Background: an optimization exercise with open tools, aiming at small area, a short achievable clock period and few clock cycles. Do not read the settings as production practice.
At most, simulation tests tie the RTL to the original design; equivalence was not proved.
No driver is modelled on the clock port, so clocking that relies on it looks cheaper here than on a real chip.

== v13 ==
Design mvdm_top, start of the top module:
module mvdm_top (
    input  logic       clk,
    input  logic       rst_n,
    input  logic       in_valid,
    input  logic       in_valid2,
    input  logic [7:0] in_data,
    output logic       out_valid,
    output logic       out_sad
);
    logic       iv_q;
    logic [7:0] d_q, d_qq;
    logic [8:0] pc;           
    logic [1:0] vc;           
    logic [2:0] x0, x1, y1;
    logic [2:0] cl;
    logic       sh0, sh1;    
    assign cl = (in_data > 8'd6) ? 3'd6 : in_data[2:0];
    always_ff @(posedge clk or negedge rst_n) begin
        if (!rst_n) begin
            iv_q <= 1'b0;
            pc   <= '0;
            vc   <= '0;
            sh0  <= 1'b0;
            sh1  <= 1'b0;
        end else begin
            iv_q <= in_valid;
            if (iv_q) pc <= pc + 9'd1;
            if (in_valid2) vc <= vc + 2'd1;
            sh0 <= iv_q & ~pc[8];
            sh1 <= iv_q &  pc[8];
        end
    end
    always_ff @(posedge clk) begin
        d_q  <= in_data;
        d_qq <= d_q;
        if (in_valid2 && vc == 2'd0) x0 <= cl;
        if (in_valid2 && vc == 2'd2) x1 <= cl;
        if (in_valid2 && vc == 2'd3) y1 <= cl;
    end
    logic [127:0] r0 [16];
    logic [127:0] r1 [16];
  ...
clock: 15.0 ns
lec_check: 0
cap_margin: 20
core_margin: 2
core_utilization: 40
cts_cluster_diameter: 60
cts_cluster_size: 26
slew_margin: 20
standard.sh (not shown) runs the stock make flow with config.mk's settings and CLKGATE_MAP_FILE= SYNTH_SCRIPT=/design/flow/synth_recipe.tcl, a recipe that flattens the netlist after the stock synthesis.
==> flow/flow/run.sh <==
#!/bin/bash
# Standard layout (the standard.sh), with two extra steps:
#  - after placement, the buffers on the output ports become buf_2 (the
#    standard flow puts a delay cell, clkdlybuf4s50_1, there);
#  - after clock tree synthesis, one more setup repair pass that works to a
#    setup margin, since the design runs well below the 15 ns period.
# Every tool's output goes to a log file of its own in this folder.
set -euo pipefail
bash standard.sh synth floorplan place > flow_1_synth_place.log 2>&1
openroad -no_init -exit flow/ports.tcl > flow_2_ports.log 2>&1
bash standard.sh cts > flow_3_cts.log 2>&1
openroad -no_init -exit flow/repair.tcl > flow_4_repair.log 2>&1
bash standard.sh > flow_5_route_finish.log 2>&1
==> flow/flow/ports.tcl <==
# output port buffers of the placed design become buf_2, then legalize
set r orfs/results/sky130hd/mvdm_top/base
read_liberty $::env(FLOW_HOME)/platforms/sky130hd/lib/sky130_fd_sc_hd__tt_025C_1v80.lib
read_db $r/3_place.odb
set block [ord::get_db_block]
foreach bterm [$block getBTerms] {
  if {[$bterm getIoType] != "OUTPUT"} { continue }
  foreach iterm [[$bterm getNet] getITerms] {
    if {[$iterm isOutputSignal]} {
      set inst [$iterm getInst]
      puts "port [$bterm getName]: [$inst getName] [[$inst getMaster] getName] -> sky130_fd_sc_hd__buf_2"
      replace_cell [get_cells [$inst getName]] sky130_fd_sc_hd__buf_2
    }
  }
}
detailed_placement
check_placement -verbose
write_db $r/3_place.odb
==> flow/flow/repair.tcl <==
# one more setup repair pass on the clock tree stage result, to a margin
set r orfs/results/sky130hd/mvdm_top/base
read_liberty $::env(FLOW_HOME)/platforms/sky130hd/lib/sky130_fd_sc_hd__tt_025C_1v80.lib
read_db $r/4_cts.odb
read_sdc $r/4_cts.sdc
source $::env(FLOW_HOME)/platforms/sky130hd/setRC.tcl
set_propagated_clock [all_clocks]
set_dont_use {sky130_fd_sc_hd__probe_p_8 sky130_fd_sc_hd__probec_p_8 sky130_fd_sc_hd__lpflow_*}
estimate_parasitics -placement
report_worst_slack
report_design_area
repair_timing -setup -setup_margin 10.7 -repair_tns 100 -verbose
detailed_placement
check_placement -verbose
estimate_parasitics -placement
report_worst_slack
report_worst_slack -min
report_design_area
write_db $r/4_cts.odb
For v31, these inputs were changed with respect to v13:
-- flow/design.v --
<<< v13, line 43
    logic [127:0] r1 [16];
    logic         rot0, rot1;
    logic [3:0]   mvg0, mvg1;
    logic [3:0]   phg0 [4];
    logic [3:0]   phg1 [4];
    always_ff @(posedge clk) begin
        for (int s = 0; s < 15; s++) begin
            if (mvg0[s/4]) r0[s] <= r0[s+1];
            if (mvg1[s/4]) r1[s] <= r1[s+1];
        end
        if (sh0)          r0[15] <= {d_qq, r0[15][127:8]};
        else if (mvg0[3]) r0[15] <= r0[0];
        if (sh1)          r1[15] <= {d_qq, r1[15][127:8]};
        else if (mvg1[3]) r1[15] <= r1[0];
    end
    logic       srch, iss;
>>> v31, line 43
    logic [127:0] r1 [16];
    logic         rot0, rot1;
    logic [3:0]   mvg0, mvg1, hdg0, hdg1;
    logic         rt0, rt1, h150, h151;
    logic [3:0]   phg0 [4];
    logic [3:0]   phg1 [4];
    always_ff @(posedge clk) begin
        for (int s = 0; s < 15; s++) begin
            r0[s] <= (r0[s+1] & {128{mvg0[s/4]}}) | (r0[s] & {128{hdg0[s/4]}});
            r1[s] <= (r1[s+1] & {128{mvg1[s/4]}}) | (r1[s] & {128{hdg1[s/4]}});
        end
        r0[15] <= ({d_qq, r0[15][127:8]} & {128{sh0}}) | (r0[0] & {128{rt0}})
                | (r0[15] & {128{h150}});
        r1[15] <= ({d_qq, r1[15][127:8]} & {128{sh1}}) | (r1[0] & {128{rt1}})
                | (r1[15] & {128{h151}});
    end
    logic       srch, iss;
<<< v13, line 68
    logic       byte_y0, byte_y1, l0ok_n, rm0_n, rm1_n;
    logic [3:0] mvg0_n, mvg1_n;
    logic [3:0] phg0_n [4];
    logic [3:0] phg1_n [4];
>>> v31, line 69
    logic       byte_y0, byte_y1, l0ok_n, rm0_n, rm1_n;
    logic [3:0] mvg0_n, mvg1_n;
    logic       rt0_n, rt1_n, sh0_n, sh1_n;
    assign sh0_n = iv_q & ~pc[8];
    assign sh1_n = iv_q &  pc[8];
    logic [3:0] phg0_n [4];
    logic [3:0] phg1_n [4];
<<< v13, line 135
            for (int g = 0; g < 4; g++) mvg1_n[g] = in_data != 8'd0;
        end
        c0_n   = {1'b0, x0} + {2'b00, dx_n} + {1'b0, sbc_n, 2'b00};
        c1_n   = {1'b0, x1} + {2'b00, 2'd2 - dx_n} + {1'b0, sbc_n, 2'b00};
>>> v31, line 139
            for (int g = 0; g < 4; g++) mvg1_n[g] = in_data != 8'd0;
        end
        rt0_n = mvg0_n[3] && !rm0_n;
        rt1_n = mvg1_n[3] && !rm1_n;
        c0_n   = {1'b0, x0} + {2'b00, dx_n} + {1'b0, sbc_n, 2'b00};
        c1_n   = {1'b0, x1} + {2'b00, 2'd2 - dx_n} + {1'b0, sbc_n, 2'b00};
<<< v13, line 159
            mvg0 <= '0;
            mvg1 <= '0;
            for (int g = 0; g < 4; g++) begin
                phg0[g] <= '0;
>>> v31, line 165
            mvg0 <= '0;
            mvg1 <= '0;
            hdg0 <= '1;
            hdg1 <= '1;
            rt0  <= 1'b0;
            rt1  <= 1'b0;
            h150 <= 1'b1;
            h151 <= 1'b1;
            for (int g = 0; g < 4; g++) begin
                phg0[g] <= '0;
<<< v13, line 166
            mvg0 <= mvg0_n;
            mvg1 <= mvg1_n;
            for (int g = 0; g < 4; g++) begin
                phg0[g] <= phg0_n[g];
>>> v31, line 178
            mvg0 <= mvg0_n;
            mvg1 <= mvg1_n;
            hdg0 <= ~mvg0_n;
            hdg1 <= ~mvg1_n;
            rt0  <= rt0_n;
            rt1  <= rt1_n;
            h150 <= ~(rt0_n | sh0_n);
            h151 <= ~(rt1_n | sh1_n);
            for (int g = 0; g < 4; g++) begin
                phg0[g] <= phg0_n[g];
<<< v13, line 195
    logic [7:0] a  [4][4];
    logic [7:0] bb [8][4];
    logic [7:0] aa [4][4];
    logic [7:0] b  [4][4];
>>> v31, line 213
    logic [7:0] a  [4][4];
    logic [7:0] bb [8][4];
    logic [1:0] q1bn [4];
    always_comb
        for (int m = 0; m < 4; m++) q1bn[m] = ~q1b[m];
    logic [7:0] aa [4][4];
    logic [7:0] b  [4][4];
<<< v13, line 213
        for (int s = 4; s < 8; s++)
            for (int m = 0; m < 4; m++)
                bb[s][m] = r1[s][8 * (4 * (~q1b[m]) + m) +: 8];
        for (int r = 0; r < 4; r++)
            for (int m = 0; m < 4; m++) begin
>>> v31, line 234
        for (int s = 4; s < 8; s++)
            for (int m = 0; m < 4; m++)
                bb[s][m] = r1[s][8 * {q1bn[m], 2'(m)} +: 8];
        for (int r = 0; r < 4; r++)
            for (int m = 0; m < 4; m++) begin
[summary]
The final layout from v31, which completed every stage, passed the timing, DRC and antenna checks at the end of the flow.
Per the comparison of v31 with v13, routed length on met3 rose by 33%; period utilization decreased 0.45 points; non-clock buffer count went up by about 40%.
Sort v31 and v13 by instance count of the mapped netlist, ascending, and v13 comes first.
v31 falls short of v13 in netlist area before placement.
In the metrics for v31 and v13, the one carrying the lower detailed-route via count is v13.
Testbench counts of v31, summed over its fixed seeds: cycles 17,711.
No functional check of the RTL was part of v13.

Another version of the RTL of mvdm_top (not shown whole).
Size: about 11000 cells after synthesis, ~4800 flip-flops, roughly 14 I/O pins, roughly 190000 sq um of cells after synthesis.
clock: 15.0 ns
lec_check: 0
cap_margin: 20
core_margin: 2
core_utilization: 40
slew_margin: 20
run.sh (not shown) runs the stock make flow with config.mk's settings and CLKGATE_MAP_FILE= SYNTH_SCRIPT=/design/flow/synth_recipe.tcl, a recipe that flattens the netlist after the stock synthesis.
Stock flow here: none of the scripts above is used.
Next try:
--- a/flow/design.v
+++ b/flow/design.v
@@ -67,18 +67,18 @@
     logic [3:0] ab_n, d1_n;
     logic       byte_y0, byte_y1, l0ok_n, rm0_n, rm1_n;
     logic [3:0] mvg0_n, mvg1_n;
     logic [3:0] phg0_n [4];
     logic [3:0] phg1_n [4];
     assign rm0_n = iv_q & ~pc[8] & (pc[3:0] == 4'd0);
     assign rm1_n = iv_q &  pc[8] & (pc[3:0] == 4'd0);
     logic [3:0][1:0] q0s, q1a, q1b, q0s_n, q1s_n;
-    logic [3:0][4:0] th;        
-    logic [3:0][3:0] rh1;       
+    logic [3:0][2:0] tsel;      
+    logic [3:0][1:0] dsel;      
     assign gend    = sbc && dx == 2'd2;
     assign lastk   = gend && dy == 2'd2 && sbr;
     assign byte_y0 = in_valid2 && vc == 2'd1;
     assign byte_y1 = in_valid2 && vc == 2'd3;
     always_comb begin
         srch_n = srch;
         dy_n   = dy;
         dx_n   = dx;
@@ -183,69 +183,68 @@
             sbr  <= sbr_n;
         end
     end
     always_ff @(posedge clk) begin
         q0s <= q0s_n;
         q1a <= q1s_n;
         q1b <= ~q1s_n;
         for (int r = 0; r < 4; r++) begin
-            for (int k = 0; k < 5; k++) th[r][k] <= t1_n == 3'(k);
-            for (int j = 0; j < 4; j++) rh1[r][j] <= 2'(dl_n + 2'(r)) == 2'(j);
+            tsel[r] <= t1_n + 3'(r);
+            dsel[r] <= dl_n + 2'(r);
         end
     end
     logic [7:0] a  [4][4];
+    logic [7:0] aa [4][4];
     logic [7:0] bb [8][4];
-    logic [7:0] bt [4][4];
     logic [7:0] b  [4][4];
-    logic [8:0] res [4][4];
     always_comb begin
         for (int r = 0; r < 4; r++)
             for (int m = 0; m < 4; m++)
-                a[r][m] = r0[r][8 * (4 * q0s[m] + m) +: 8];
+                aa[r][m] = r0[r][8 * (4 * q0s[m] + m) +: 8];
+        for (int r = 0; r < 4; r++)
+            for (int m = 0; m < 4; m++)
+                a[r][m] = aa[r][2'(m - dsel[r] + r)];
         for (int s = 0; s < 4; s++)
             for (int m = 0; m < 4; m++)
                 bb[s][m] = r1[s][8 * (4 * q1a[m] + m) +: 8];
         for (int s = 4; s < 8; s++)
             for (int m = 0; m < 4; m++)
                 bb[s][m] = r1[s][8 * (4 * (~q1b[m]) + m) +: 8];
         for (int r = 0; r < 4; r++)
             for (int m = 0; m < 4; m++) begin
-                bt[r][m] = '0;
-                for (int k = 0; k < 5; k++)
-                    bt[r][m] = bt[r][m] | (bb[r+k][m] & {8{th[r][k]}});
-            end
-        for (int r = 0; r < 4; r++)
-            for (int m = 0; m < 4; m++) begin
-                b[r][m] = '0;
-                for (int j = 0; j < 4; j++)
-                    b[r][m] = b[r][m] | (bt[r][(m + j - r) & 3] & {8{rh1[r][j]}});
+                b[r][m] = bb[r][m];
+                for (int k = 1; k < 5; k++)
+                    if (tsel[r] == 3'(r + k)) b[r][m] = bb[r+k][m];
             end
     end
     logic       v1, v2, v3, v4;
     logic [2:0] tag1, tag2, tag3, tag4;    
+    logic signed [9:0] lv [4][4];
     always_ff @(posedge clk) begin
-        for (int r = 0; r < 4; r++)
-            for (int k = 0; k < 4; k++)
-                res[r][k] <= {1'b0, a[r][k]} - {1'b0, b[r][k]};
+        for (int r = 0; r < 4; r++) begin
+            lv[r][0] <= $signed({2'b00, a[r][0]}) + $signed({2'b00, a[r][1]})
+                      - $signed({2'b00, b[r][0]}) - $signed({2'b00, b[r][1]});
+            lv[r][1] <= $signed({2'b00, a[r][0]}) - $signed({2'b00, a[r][1]})
+                      - $signed({2'b00, b[r][0]}) + $signed({2'b00, b[r][1]});
+            lv[r][2] <= $signed({2'b00, a[r][2]}) + $signed({2'b00, a[r][3]})
+                      - $signed({2'b00, b[r][2]}) - $signed({2'b00, b[r][3]});
+            lv[r][3] <= $signed({2'b00, a[r][2]}) - $signed({2'b00, a[r][3]})
+                      - $signed({2'b00, b[r][2]}) + $signed({2'b00, b[r][3]});
+        end
         tag1 <= {lastk, sbr, sbc};
     end
     logic signed [11:0] pq [4][4];    
     always_ff @(posedge clk) begin
         logic signed [10:0] rh [4][4];
         for (int r = 0; r < 4; r++) begin
-            logic signed [9:0] s01, d01, s23, d23;
-            s01 = $signed(res[r][0]) + $signed(res[r][1]);
-            d01 = $signed(res[r][0]) - $signed(res[r][1]);
-            s23 = $signed(res[r][2]) + $signed(res[r][3]);
-            d23 = $signed(res[r][2]) - $signed(res[r][3]);
-            rh[r][0] = s01 + s23;
-            rh[r][1] = d01 + d23;
-            rh[r][2] = s01 - s23;
-            rh[r][3] = d01 - d23;
+            rh[r][0] = lv[r][0] + lv[r][2];
+            rh[r][1] = lv[r][1] + lv[r][3];
+            rh[r][2] = lv[r][0] - lv[r][2];
+            rh[r][3] = lv[r][1] - lv[r][3];
         end
         for (int k = 0; k < 4; k++) begin
             pq[k][0] <= rh[0][k] + rh[1][k];
             pq[k][1] <= rh[2][k] + rh[3][k];
             pq[k][2] <= rh[0][k] - rh[1][k];
             pq[k][3] <= rh[2][k] - rh[3][k];
         end
         tag2 <= tag1;
=> The changed run ran to the end with no violations; via count went up by 5.6%; wire length went up by 9.7%; non-clock buffer count went down by 4; maximum frequency went down by 8.2%; core utilization stays flat; clock-buffer cell count went up by 3; global-route usage went up by 1.3 points; flip-flop and latch count went up by 23.
Function was not checked in any run of this note: the RTL went through the layout flow alone.

afterwards: timing with drivers on the ports:
Ports are ideal in the flow. The routed layouts listed here were re-timed in OpenROAD. Step 1 assumes that a clkbuf_16 drives the clock port and a buf_2 every other input. Step 2 also shifts input and output timing later by t, the mid clock arrival at the registers, as if the neighbouring blocks saw the same clock. Slacks: no drivers / after step 1 / after step 2; pairs: no drivers / after step 1.
run | t (ns) | setup WS [ns] | worst setup path at the end | cell pins on the clock port's net
v13 | 1.087 | 10.441 / 10.319 / 9.604 | input to register | 1
v31 | 1.097 | 10.509 / 10.399 / 9.600 | input to register | 1
the first run of note 2 | 1.120 | 9.596 / 9.596 / 8.738 | input to register | 1
the second run of note 2 | 1.105 | 9.112 / 9.112 / 9.112 | register to register | 1
After both steps every run listed still meets setup and hold. The setup slack of v31, which loses most, moves by -0.110 ns with the drivers and by -0.909 ns with both steps.
